Background: an optimization exercise with open tools, aiming at small area, a short achievable clock period and few clock cycles. Do not read the settings as production practice.
Only simulation tests tie the RTL to the original design; equivalence was not proved.

File: design.v
`default_nettype none
package store_pkg;
  localparam int unsigned BUS_NIBBLES = 16;
  localparam int unsigned BUS_BYTES   = 8;
  localparam int unsigned BUS_NB_W    = 4;
  localparam int unsigned SEQ_NIBBLES = 32;
  localparam int unsigned SEQ_NB_W    = 5;
  typedef struct packed {
    logic [SEQ_NIBBLES-1:0][3:0] nb;
    logic [SEQ_NIBBLES-1:0]      en;
  } seq_entry_t;
  typedef struct packed {
    logic [BUS_NB_W-1:0] addr_off;
    logic                is_head;
    logic [BUS_NB_W:0]   lbn;
    logic                is_last;
    logic                is_final;
  } txn_beat_t;
  typedef struct packed {
    logic [7:0] vstart;
    logic [1:0] eew;
  } meta_t;
  typedef struct packed {
    logic [4*BUS_NIBBLES-1:0] data;
    logic [BUS_BYTES-1:0]     strb;
    logic                     last;
  } w_beat_t;
  typedef struct packed {
    logic                load;
    logic [SEQ_NB_W-1:0] load_ptr;
    logic                advance;
    logic [BUS_NB_W:0]   adv_cnt;
    logic                bus_clear;
    logic                seq_clear;
  } cursor_cmd_t;
  typedef struct packed {
    logic [BUS_NB_W:0]   start;
    logic [BUS_NB_W:0]   upper;
    logic [SEQ_NB_W-1:0] seq_ptr;
  } pack_win_t;
endpackage
`default_nettype wire
`timescale 1ns/1ps
`default_nettype none
module seq_buffer (
  input  wire logic                 clk_i,
  input  wire logic                 rst_ni,
  input  wire logic                 rx_valid_i,
  output logic                      rx_ready_o,
  input  wire store_pkg::seq_entry_t rx_entry_i,
  input  wire logic                 deq_i,
  output logic                      head_valid_o,
  output store_pkg::seq_entry_t     head_o
);
  store_pkg::seq_entry_t slot0_q;
  store_pkg::seq_entry_t slot1_q;
  logic [1:0] enq_ptr_q;
  logic [1:0] deq_ptr_q;
  logic       same_slot;
  logic       empty;
  logic       full;
  logic       enq;
  assign same_slot = enq_ptr_q[0] == deq_ptr_q[0];
  assign empty     = same_slot && (enq_ptr_q[1] == deq_ptr_q[1]);
  assign full      = same_slot && (enq_ptr_q[1] != deq_ptr_q[1]);
  assign rx_ready_o = !full;
  assign enq        = rx_valid_i && rx_ready_o;
  assign head_valid_o = !empty;
  assign head_o       = deq_ptr_q[0] ? slot1_q : slot0_q;
  always_ff @(posedge clk_i or negedge rst_ni) begin
    if (!rst_ni) begin
      enq_ptr_q <= '0;
      deq_ptr_q <= '0;
    end else begin
      if (enq) begin
        enq_ptr_q <= enq_ptr_q + 2'd1;
      end
      if (deq_i) begin
        deq_ptr_q <= deq_ptr_q + 2'd1;
      end
    end
  end
  always_ff @(posedge clk_i) begin
    if (enq && !enq_ptr_q[0]) begin
      slot0_q <= rx_entry_i;
    end
    if (enq && enq_ptr_q[0]) begin
      slot1_q <= rx_entry_i;
    end
  end
endmodule
`default_nettype wire
`timescale 1ns/1ps
`default_nettype none
module nibble_cursor (
  input  wire logic                       clk_i,
  input  wire logic                       rst_ni,
  input  wire store_pkg::cursor_cmd_t     cmd_i,
  output logic [store_pkg::BUS_NB_W:0]    bus_cnt_o,
  output logic [store_pkg::SEQ_NB_W-1:0]  seq_ptr_o
);
  logic [store_pkg::BUS_NB_W:0]   bus_cnt_q;
  logic [store_pkg::BUS_NB_W:0]   bus_cnt_d;
  logic [store_pkg::SEQ_NB_W-1:0] seq_ptr_q;
  logic [store_pkg::SEQ_NB_W-1:0] seq_ptr_d;
  always_comb begin
    bus_cnt_d = bus_cnt_q;
    seq_ptr_d = seq_ptr_q;
    if (cmd_i.load) begin
      bus_cnt_d = '0;
      seq_ptr_d = cmd_i.load_ptr;
    end else begin
      if (cmd_i.advance) begin
        bus_cnt_d = bus_cnt_q + cmd_i.adv_cnt;
        seq_ptr_d = seq_ptr_q + cmd_i.adv_cnt[store_pkg::SEQ_NB_W-1:0];
      end
      if (cmd_i.bus_clear) begin
        bus_cnt_d = '0;
      end
      if (cmd_i.seq_clear) begin
        seq_ptr_d = '0;
      end
    end
  end
  always_ff @(posedge clk_i or negedge rst_ni) begin
    if (!rst_ni) begin
      bus_cnt_q <= '0;
      seq_ptr_q <= '0;
    end else begin
      bus_cnt_q <= bus_cnt_d;
      seq_ptr_q <= seq_ptr_d;
    end
  end
  assign bus_cnt_o = bus_cnt_q;
  assign seq_ptr_o = seq_ptr_q;
endmodule
`default_nettype wire
`timescale 1ns/1ps
`default_nettype none
module store_commit_fsm (
  input  wire logic                       clk_i,
  input  wire logic                       rst_ni,
  input  wire logic                       meta_valid_i,
  output logic                            meta_ready_o,
  input  wire store_pkg::meta_t           meta_i,
  input  wire logic                       txn_valid_i,
  output logic                            txn_ready_o,
  input  wire store_pkg::txn_beat_t       txn_i,
  input  wire logic                       head_valid_i,
  input  wire logic                       fifo_full_i,
  input  wire logic [store_pkg::BUS_NB_W:0]   bus_cnt_i,
  input  wire logic [store_pkg::SEQ_NB_W-1:0] seq_ptr_i,
  output store_pkg::cursor_cmd_t          cursor_cmd_o,
  output store_pkg::pack_win_t            win_o,
  output logic                            seq_deq_o,
  output logic                            fifo_push_o,
  output logic                            fifo_merge_o
);
  typedef enum logic {
    IDLE,
    COMMIT
  } state_e;
  state_e state_q;
  state_e state_d;
  store_pkg::meta_t meta_q;
  logic             meta_full_q;
  logic             meta_take;
  logic [11:0]      vstart_nb;
  logic [store_pkg::BUS_NB_W:0] lower;
  logic [store_pkg::BUS_NB_W:0] upper;
  logic [store_pkg::BUS_NB_W:0] bus_need;
  logic [store_pkg::BUS_NB_W:0] start;
  logic [store_pkg::BUS_NB_W:0] commit_cnt;
  logic [store_pkg::SEQ_NB_W:0] seq_left;
  logic                         step;
  logic                         split;
  logic                         exact;
  assign meta_ready_o = !meta_full_q;
  assign meta_take    = (state_q == IDLE) && txn_valid_i && meta_full_q;
  assign vstart_nb = {4'b0, meta_q.vstart} << ({1'b0, meta_q.eew} + 3'd1);
  always_ff @(posedge clk_i or negedge rst_ni) begin
    if (!rst_ni) begin
      meta_full_q <= 1'b0;
    end else if (meta_valid_i && meta_ready_o) begin
      meta_full_q <= 1'b1;
    end else if (meta_take) begin
      meta_full_q <= 1'b0;
    end
  end
  always_ff @(posedge clk_i) begin
    if (meta_valid_i && meta_ready_o) begin
      meta_q <= meta_i;
    end
  end
  assign lower    = txn_i.is_head ? {1'b0, txn_i.addr_off} : '0;
  assign upper    = txn_i.is_last ? txn_i.lbn
                                  : (store_pkg::BUS_NB_W + 1)'(store_pkg::BUS_NIBBLES);
  assign bus_need = upper - lower - bus_cnt_i;
  assign seq_left = (store_pkg::SEQ_NB_W + 1)'(store_pkg::SEQ_NIBBLES) - {1'b0, seq_ptr_i};
  assign split    = {1'b0, bus_need} > seq_left;
  assign exact    = {1'b0, bus_need} == seq_left;
  assign commit_cnt = split ? seq_left[store_pkg::BUS_NB_W:0] : bus_need;
  assign start      = lower + bus_cnt_i;
  assign step       = (state_q == COMMIT) && head_valid_i && !fifo_full_i && txn_valid_i;
  assign win_o.start   = start;
  assign win_o.upper   = start + commit_cnt;
  assign win_o.seq_ptr = seq_ptr_i;
  always_comb begin
    state_d      = state_q;
    cursor_cmd_o = '0;
    seq_deq_o    = 1'b0;
    fifo_push_o  = 1'b0;
    fifo_merge_o = 1'b0;
    txn_ready_o  = 1'b0;
    if (meta_take) begin
      cursor_cmd_o.load     = 1'b1;
      cursor_cmd_o.load_ptr = vstart_nb[store_pkg::SEQ_NB_W-1:0];
      state_d               = COMMIT;
    end
    if (step) begin
      cursor_cmd_o.advance = 1'b1;
      cursor_cmd_o.adv_cnt = commit_cnt;
      if (split) begin
        cursor_cmd_o.seq_clear = 1'b1;
        seq_deq_o              = 1'b1;
        fifo_merge_o           = 1'b1;
      end else begin
        cursor_cmd_o.bus_clear = 1'b1;
        fifo_push_o            = 1'b1;
        txn_ready_o            = 1'b1;
        if (exact || txn_i.is_final) begin
          cursor_cmd_o.seq_clear = 1'b1;
          seq_deq_o              = 1'b1;
        end
        if (txn_i.is_final) begin
          state_d = IDLE;
        end
      end
    end
  end
  always_ff @(posedge clk_i or negedge rst_ni) begin
    if (!rst_ni) begin
      state_q <= IDLE;
    end else begin
      state_q <= state_d;
    end
  end
endmodule
`default_nettype wire
`timescale 1ns/1ps
`default_nettype none
module beat_packer (
  input  wire store_pkg::pack_win_t  win_i,
  input  wire store_pkg::seq_entry_t entry_i,
  input  wire logic                  beat_last_i,
  output store_pkg::w_beat_t         beat_o
);
  logic [store_pkg::BUS_NIBBLES-1:0][3:0] nb;
  logic [store_pkg::BUS_NIBBLES-1:0]      en;
  logic [store_pkg::SEQ_NB_W-1:0]         idx;
  always_comb begin
    nb  = '0;
    en  = '0;
    idx = '0;
    for (int i = 0; i < store_pkg::BUS_NIBBLES; i++) begin
      if ((i >= win_i.start) && (i < win_i.upper)) begin
        idx   = store_pkg::SEQ_NB_W'(i) - win_i.start + win_i.seq_ptr;
        nb[i] = entry_i.nb[idx];
        en[i] = entry_i.en[idx];
      end
    end
  end
  logic [store_pkg::BUS_BYTES-1:0] strb;
  always_comb begin
    strb = '0;
    for (int k = 0; k < store_pkg::BUS_BYTES; k++) begin
      strb[k] = en[2*k] | en[2*k+1];
    end
  end
  assign beat_o.strb = strb;
  assign beat_o.data = nb;
  assign beat_o.last = beat_last_i;
endmodule
`default_nettype wire
`timescale 1ns/1ps
`default_nettype none
module w_beat_fifo (
  input  wire logic               clk_i,
  input  wire logic               rst_ni,
  input  wire logic               merge_i,
  input  wire logic               push_i,
  input  wire store_pkg::w_beat_t beat_i,
  output logic                    full_o,
  output logic                    w_valid_o,
  input  wire logic               w_ready_i,
  output store_pkg::w_beat_t      w_o
);
  store_pkg::w_beat_t stage_q;
  store_pkg::w_beat_t merged;
  store_pkg::w_beat_t ring0_q;
  store_pkg::w_beat_t ring1_q;
  logic [1:0] wr_ptr_q;
  logic [1:0] rd_ptr_q;
  logic       empty;
  logic       pop;
  assign merged = stage_q | beat_i;
  assign empty  = wr_ptr_q == rd_ptr_q;
  assign full_o = (wr_ptr_q[0] == rd_ptr_q[0]) && (wr_ptr_q[1] != rd_ptr_q[1]);
  assign w_valid_o = !empty;
  assign w_o       = rd_ptr_q[0] ? ring1_q : ring0_q;
  assign pop       = w_valid_o && w_ready_i;
  always_ff @(posedge clk_i or negedge rst_ni) begin
    if (!rst_ni) begin
      stage_q  <= '0;
      wr_ptr_q <= '0;
      rd_ptr_q <= '0;
    end else begin
      if (push_i) begin
        stage_q  <= '0;
        wr_ptr_q <= wr_ptr_q + 2'd1;
      end else if (merge_i) begin
        stage_q <= merged;
      end
      if (pop) begin
        rd_ptr_q <= rd_ptr_q + 2'd1;
      end
    end
  end
  always_ff @(posedge clk_i) begin
    if (push_i && !wr_ptr_q[0]) begin
      ring0_q <= merged;
    end
    if (push_i && wr_ptr_q[0]) begin
      ring1_q <= merged;
    end
  end
endmodule
`default_nettype wire
`timescale 1ns/1ps
`default_nettype none
module seq_store_top (
  input  wire logic                  clk_i,
  input  wire logic                  rst_ni,
  input  wire logic                  rx_deshfu_valid_i,
  output logic                       rx_deshfu_ready_o,
  input  wire store_pkg::seq_entry_t rx_deshfu_i,
  input  wire logic                  txn_valid_i,
  output logic                       txn_ready_o,
  input  wire store_pkg::txn_beat_t  txn_i,
  input  wire logic                  meta_valid_i,
  output logic                       meta_ready_o,
  input  wire store_pkg::meta_t      meta_i,
  output logic                       axi_w_valid_o,
  input  wire logic                  axi_w_ready_i,
  output store_pkg::w_beat_t         axi_w_o
);
  store_pkg::seq_entry_t          head;
  store_pkg::cursor_cmd_t         cursor_cmd;
  store_pkg::pack_win_t           win;
  store_pkg::w_beat_t             packed_beat;
  logic                           head_valid;
  logic                           seq_deq;
  logic                           fifo_push;
  logic                           fifo_merge;
  logic                           fifo_full;
  logic [store_pkg::BUS_NB_W:0]   bus_cnt;
  logic [store_pkg::SEQ_NB_W-1:0] seq_ptr;
  seq_buffer u_seq_buffer (
    .clk_i        (clk_i),
    .rst_ni       (rst_ni),
    .rx_valid_i   (rx_deshfu_valid_i),
    .rx_ready_o   (rx_deshfu_ready_o),
    .rx_entry_i   (rx_deshfu_i),
    .deq_i        (seq_deq),
    .head_valid_o (head_valid),
    .head_o       (head)
  );
  nibble_cursor u_nibble_cursor (
    .clk_i     (clk_i),
    .rst_ni    (rst_ni),
    .cmd_i     (cursor_cmd),
    .bus_cnt_o (bus_cnt),
    .seq_ptr_o (seq_ptr)
  );
  store_commit_fsm u_store_commit_fsm (
    .clk_i        (clk_i),
    .rst_ni       (rst_ni),
    .meta_valid_i (meta_valid_i),
    .meta_ready_o (meta_ready_o),
    .meta_i       (meta_i),
    .txn_valid_i  (txn_valid_i),
    .txn_ready_o  (txn_ready_o),
    .txn_i        (txn_i),
    .head_valid_i (head_valid),
    .fifo_full_i  (fifo_full),
    .bus_cnt_i    (bus_cnt),
    .seq_ptr_i    (seq_ptr),
    .cursor_cmd_o (cursor_cmd),
    .win_o        (win),
    .seq_deq_o    (seq_deq),
    .fifo_push_o  (fifo_push),
    .fifo_merge_o (fifo_merge)
  );
  beat_packer u_beat_packer (
    .win_i       (win),
    .entry_i     (head),
    .beat_last_i (txn_i.is_last),
    .beat_o      (packed_beat)
  );
  w_beat_fifo u_w_beat_fifo (
    .clk_i     (clk_i),
    .rst_ni    (rst_ni),
    .merge_i   (fifo_merge),
    .push_i    (fifo_push),
    .beat_i    (packed_beat),
    .full_o    (fifo_full),
    .w_valid_o (axi_w_valid_o),
    .w_ready_i (axi_w_ready_i),
    .w_o       (axi_w_o)
  );
endmodule
`default_nettype wire
File: run.sh
#!/bin/bash
# synth_recipe.tcl (not shown) runs the flow's synth.tcl, then flattens the netlist and writes it again
# the make line also repeats each setting of config.mk as NAME=value (left out here)
make -C /OpenROAD-flow-scripts/flow DESIGN_CONFIG=/design/flow/config.mk WORK_HOME=/design/flow/orfs CLKGATE_MAP_FILE= SYNTH_SCRIPT=/design/flow/synth_recipe.tcl finish
File: config.mk
export PLATFORM = sky130hd
export DESIGN_NAME = seq_store_top
export DESIGN_NICKNAME = seq_store_top
export VERILOG_FILES = /design/flow/design.v
export SDC_FILE = /design/flow/constraint.sdc
export NUM_CORES = 4
export LEC_CHECK = 0
export CAP_MARGIN = 20
export CORE_MARGIN = 2
export CORE_UTILIZATION = 40
export SLEW_MARGIN = 20
File: constraint.sdc
create_clock -name core_clock -period 6.3 [get_ports {clk_i}]
set_input_delay 1.2600 -clock core_clock [delete_from_list [all_inputs] [get_ports {clk_i}]]
set_output_delay 1.2600 -clock core_clock [all_outputs]
set_load 0.01 [all_outputs]
==> run notes <==
## sequential cells by signal, indices dropped and copies added, names as in the netlist, 5 cells and up
register,flops
u_seq_buffer.slot1_q,160
u_w_beat_fifo.ring0_q,73
u_nibble_cursor.seq_ptr_q,5
u_w_beat_fifo.ring1_q,73
u_nibble_cursor.bus_cnt_q,5
u_w_beat_fifo.stage_q,73
u_store_commit_fsm.meta_q,7
u_seq_buffer.slot0_q,160
## logic make-up (layout without fill, tap and decap cells)
family | Yosys count | after routing | synth area share
AOI/OAI and AO/OA | 420 | 420 | 0.0874
xor gates and xnor gates | 85 | 85 | 0.0253
adders and majority gates | 75 | 75 | 0.0338
buffers and inverters | 189 | 690 | 0.0250
DFF | 566 | 566 | 0.507
muxes | 559 | 559 | 0.267
and+or+nand+nor | 410 | 410 | 0.0543
## how the worst min path moves through the flow
stage / start / end / slack [ps] / cells after the start
floorplan: u_w_beat_fifo.stage_q[0] / u_w_beat_fifo.stage_q[0] / 450 / 2
global placement: u_w_beat_fifo.stage_q[55] / u_w_beat_fifo.stage_q[55] / 470 / 2
detailed placement: u_w_beat_fifo.stage_q[0] / u_w_beat_fifo.stage_q[0] / 480 / 2
CTS: u_w_beat_fifo.stage_q[0] / u_w_beat_fifo.stage_q[0] / 490 / 2
global route: u_seq_buffer.deq_ptr_q[1] / u_seq_buffer.deq_ptr_q[1] / 510 / 1
finish: u_w_beat_fifo.stage_q[0] / u_w_beat_fifo.stage_q[0] / 490 / 2
## metal layers
layer	track usage	vias up
met3	0.0477	124
met4	0.0547	0
met5	0	-
li1	-	9920
met1	0.352	11500
met2	0.381	822
## tightest hold or removal path: cells and delay by family (launching register included)
family	cells	cell delay, ps
DFF	1	330
and+or+nand+nor	1	70
AOI/OAI and AO/OA	1	40
## placed cells by master (no fill, tap or decap), types with 12 or more instances in the layout
cell / synthesis / final
edfxtp_1: 473 / 473
clkdlybuf4s50_1: 0 / 258
mux4_2: 232 / 232
buf_4: 14 / 229
nand2_1: 228 / 227
mux2_2: 170 / 169
mux2i_1: 156 / 156
o21ai_0: 98 / 97
dfrtp_1: 93 / 91
nor2_1: 80 / 78
a21oi_1: 70 / 65
clkbuf_16: 0 / 61
a21boi_0: 54 / 53
inv_1: 52 / 51
ha_1: 53 / 48
o211ai_1: 46 / 46
xnor2_1: 42 / 39
a31o_2: 37 / 37
buf_12: 0 / 33
xor2_1: 33 / 31
nand2b_1: 30 / 30
a21o_1: 27 / 27
nand3_1: 20 / 19
fa_1: 22 / 19
a211oi_1: 14 / 14
clkinv_2: 0 / 13
clkinv_1: 2 / 12
## area by class of cell
type                       instances  share of cell area
multi-input combinational       1549               0.381
inverter                          54             0.00500
sequential                       566               0.408
tap                             1060              0.0327
timing repair buffer             523               0.123
clock buffer                      74              0.0396
clock inverter                    39              0.0105
## stage by stage
step | worst slack [ps] | TNS, ps | instances | instance area, um2
after floorplan | 13.9 | 0 | 2304 | 32600
after global placement | -833 | -122780 | 3751 | 38400
after detailed placement | -830 | -126310 | 3751 | 38400
after CTS | 1.08 | 0 | 3864 | 40400
after global routing | -30.6 | -220 | 3865 | 40600
final | 162 | 0 | 3865 | 40600
## what timing repair did
item	4_1_cts	5_1_grt
setup endpoints to repair	17	202
setup buffers	0	1
resized for setup	10	22
pin swaps	4	9
==> flow_summary_export.csv <==
group,metric,value,unit
run_status,outcome,"timing/DRC/antenna clean",
clock_network,cts_buffer_depth,3,
setup_path,crit_end,"u_w_beat_fifo.ring1_q[33]",
layout,layout.nets,3017,
drt,top_layer,"met4",
sta,worst_pin_slew,1240,ps
die,fp-row-count,104,
drt,ant_nets,0,
clock_network,path_clk_slew,60,ps
synthesis,synth-edff-count,473,
synthesis,synth.distinct_cells,62,
clock_network,cts.sinks,566,
clock_network,cts_hold_buf,0,
synthesis,syn_inst,2304,
layout,multi_input_area,15500,um2
die,die_area,83800,um2
synthesis,synth_warnings,5,
synthesis,synth.most_common_cell,"edfxtp_1",
global_route,track_usage,0.243,
drt,drtPass1Iterations,6,
synthesis,synth_seq_cells,566,
drt,viasPerCell,5.79,
layout,area_growth,24.3,%
synthesis,syn_nets,2567,
drt,dr.first_iter.drc_count,2201,
setup_path,critPathMaxStageDelay,480,ps
die,start_util,0.404,
setup_path,start_kind,"input port",
setup_path,cp.depth,23,
placed_design,place_hpwl,80.1,mm
setup_path,r2r_start,"u_nibble_cursor.bus_cnt_q[2]",
synthesis,post-synth-top-area-cell,"edfxtp_1",
drt,vias,22400,
setup_path,cp_max_fo,7,
clock_network,cts_made_buffers,60,
setup_path,r2r-end,"u_w_beat_fifo.ring1_q[33]",
setup_path,path_cells,"clkdlybuf4s50_1 -> and2_4 -> fa_1 -> ha_1 -> a21o_1 -> a21oi_2 -> xnor2_2 -> ha_1 -> and3_4 -> and3_4 -> a211oi_4 -> mux2i_1 -> ha_2 -> fa_1 -> a21o_1 -> a21oi_2 -> xnor2_2 -> xnor2_4 -> a21oi_2 -> buf_4 -> nor3b_1 -> buf_4 -> or2_2",
clock_network,insertion_delay,650,ps
layout,seqCellArea,16500,um2
synthesis,syn_avg_cell_area,14.2,um2
placed_design,port_buffers,261,
setup_path,worstPathRequired,6690,ps
placed_design,gp_congestion,0.941,
worst_hold_path,hp-class,"reg2reg",
sta,fmax,163,MHz
setup_path,crit_start,"txn_i[1]",
global_route,grt_pass1_vias,22300,
sta,fin_hold_ws,490,ps
synthesis,synth-async-reset-ratio,0.164,
drt,wirelength,103,mm
setup_path,crit_buf_inv,3,
clock_network,clock-root-buffer,"clkbuf_16",
layout,n_antenna_cell,0,
setup_path,end_kind,"register",
global_route,overflow,0,
die,coreArea,80700,um2
setup_path,path_delay_family,"adder cells",
clock_network,htreeDepth,2,
die,fp.dieH,290,um
setup_path,slowest_stage,"clkdlybuf4s50_1",
layout,drive_gt1_frac,0.306,
die,die_x,290,um
layout,n_fill_cell,6886,
sta,skew,23.1,ps
global_route,antenna_found_initial,0,
setup_path,r2r_slack,820,ps
sta,hold_violations,0,
global_route,grt_max_degree,152,
global_route,grt_pass1_wl,148,mm
drt,wl_met3,7.27,mm
drt,routedLengthMet1,45.8,mm
die,pin_count,265,
synthesis,synthFlopType,"edfxtp_1",
setup_path,path_class,"in2reg",
flow_run,cap_violations,0,
sta,setup_viol,0,
synthesis,ys_top_cells_by_area,"edfxtp_1, mux4_2, dfrtp_1, mux2_2, mux2i_1",
setup_path,worst_ep_arrival_time,6530,ps
sta,finalCritPeriodShare,0.974,
drt,drcViolationCount,0,
sta,slew_headroom,0.173,
setup_path,ff2ff_path_depth,22,
clock_network,cts_tree,"done",
synthesis,synth_commonest_cells,"edfxtp_1, mux4_2, nand2_1, mux2_2, mux2i_1",
synthesis,mappedNetlistArea,32600,um2
sta,finalMaxSlewViolations,0,
sta,fin_crit,6140,ps
drt,dr_wl_met2,47.3,mm
layout,fin_util,0.503,
drt,avgRoutedWirePerCell,26.5,um
synthesis,synth.top_cell.area_share,0.436,
synthesis,yosysSeqAreaShare,0.507,
setup_path,worst_path_most_repeated_cell,"a21oi_2",
Testbench counts, summed over its fixed seeds: cycles 13,036.

## afterwards: timing with drivers on the ports
No port has a modelled driver above. Below, the same layout with a new extraction and two added sets of constraints. Step 1 (the two cells are an assumption about what drives the block):
set clk [get_ports {clk_i}]
set_driving_cell -lib_cell sky130_fd_sc_hd__clkbuf_16 $clk
set_driving_cell -lib_cell sky130_fd_sc_hd__buf_2 [delete_from_list [all_inputs] $clk]
Step 2 adds t to the input delays and takes it off the output delays; t is the mean of the earliest and latest rising clock arrival at the registers after step 1. Input paths then give back, and output paths get back, about the clock's delay inside the block. Three values: ideal, step 1, step 2; two values: the first two.
shift t [ns]: 0.700
setup slack, ns: 0.162 / 0.181 / -0.500
hold slack, ns: 0.490 / 0.490 / 0.490
Met with ideal ports but missed after step 2: setup timing in this run. The setup slack of this run moves by +0.019 ns with the drivers and by -0.662 ns with both steps.
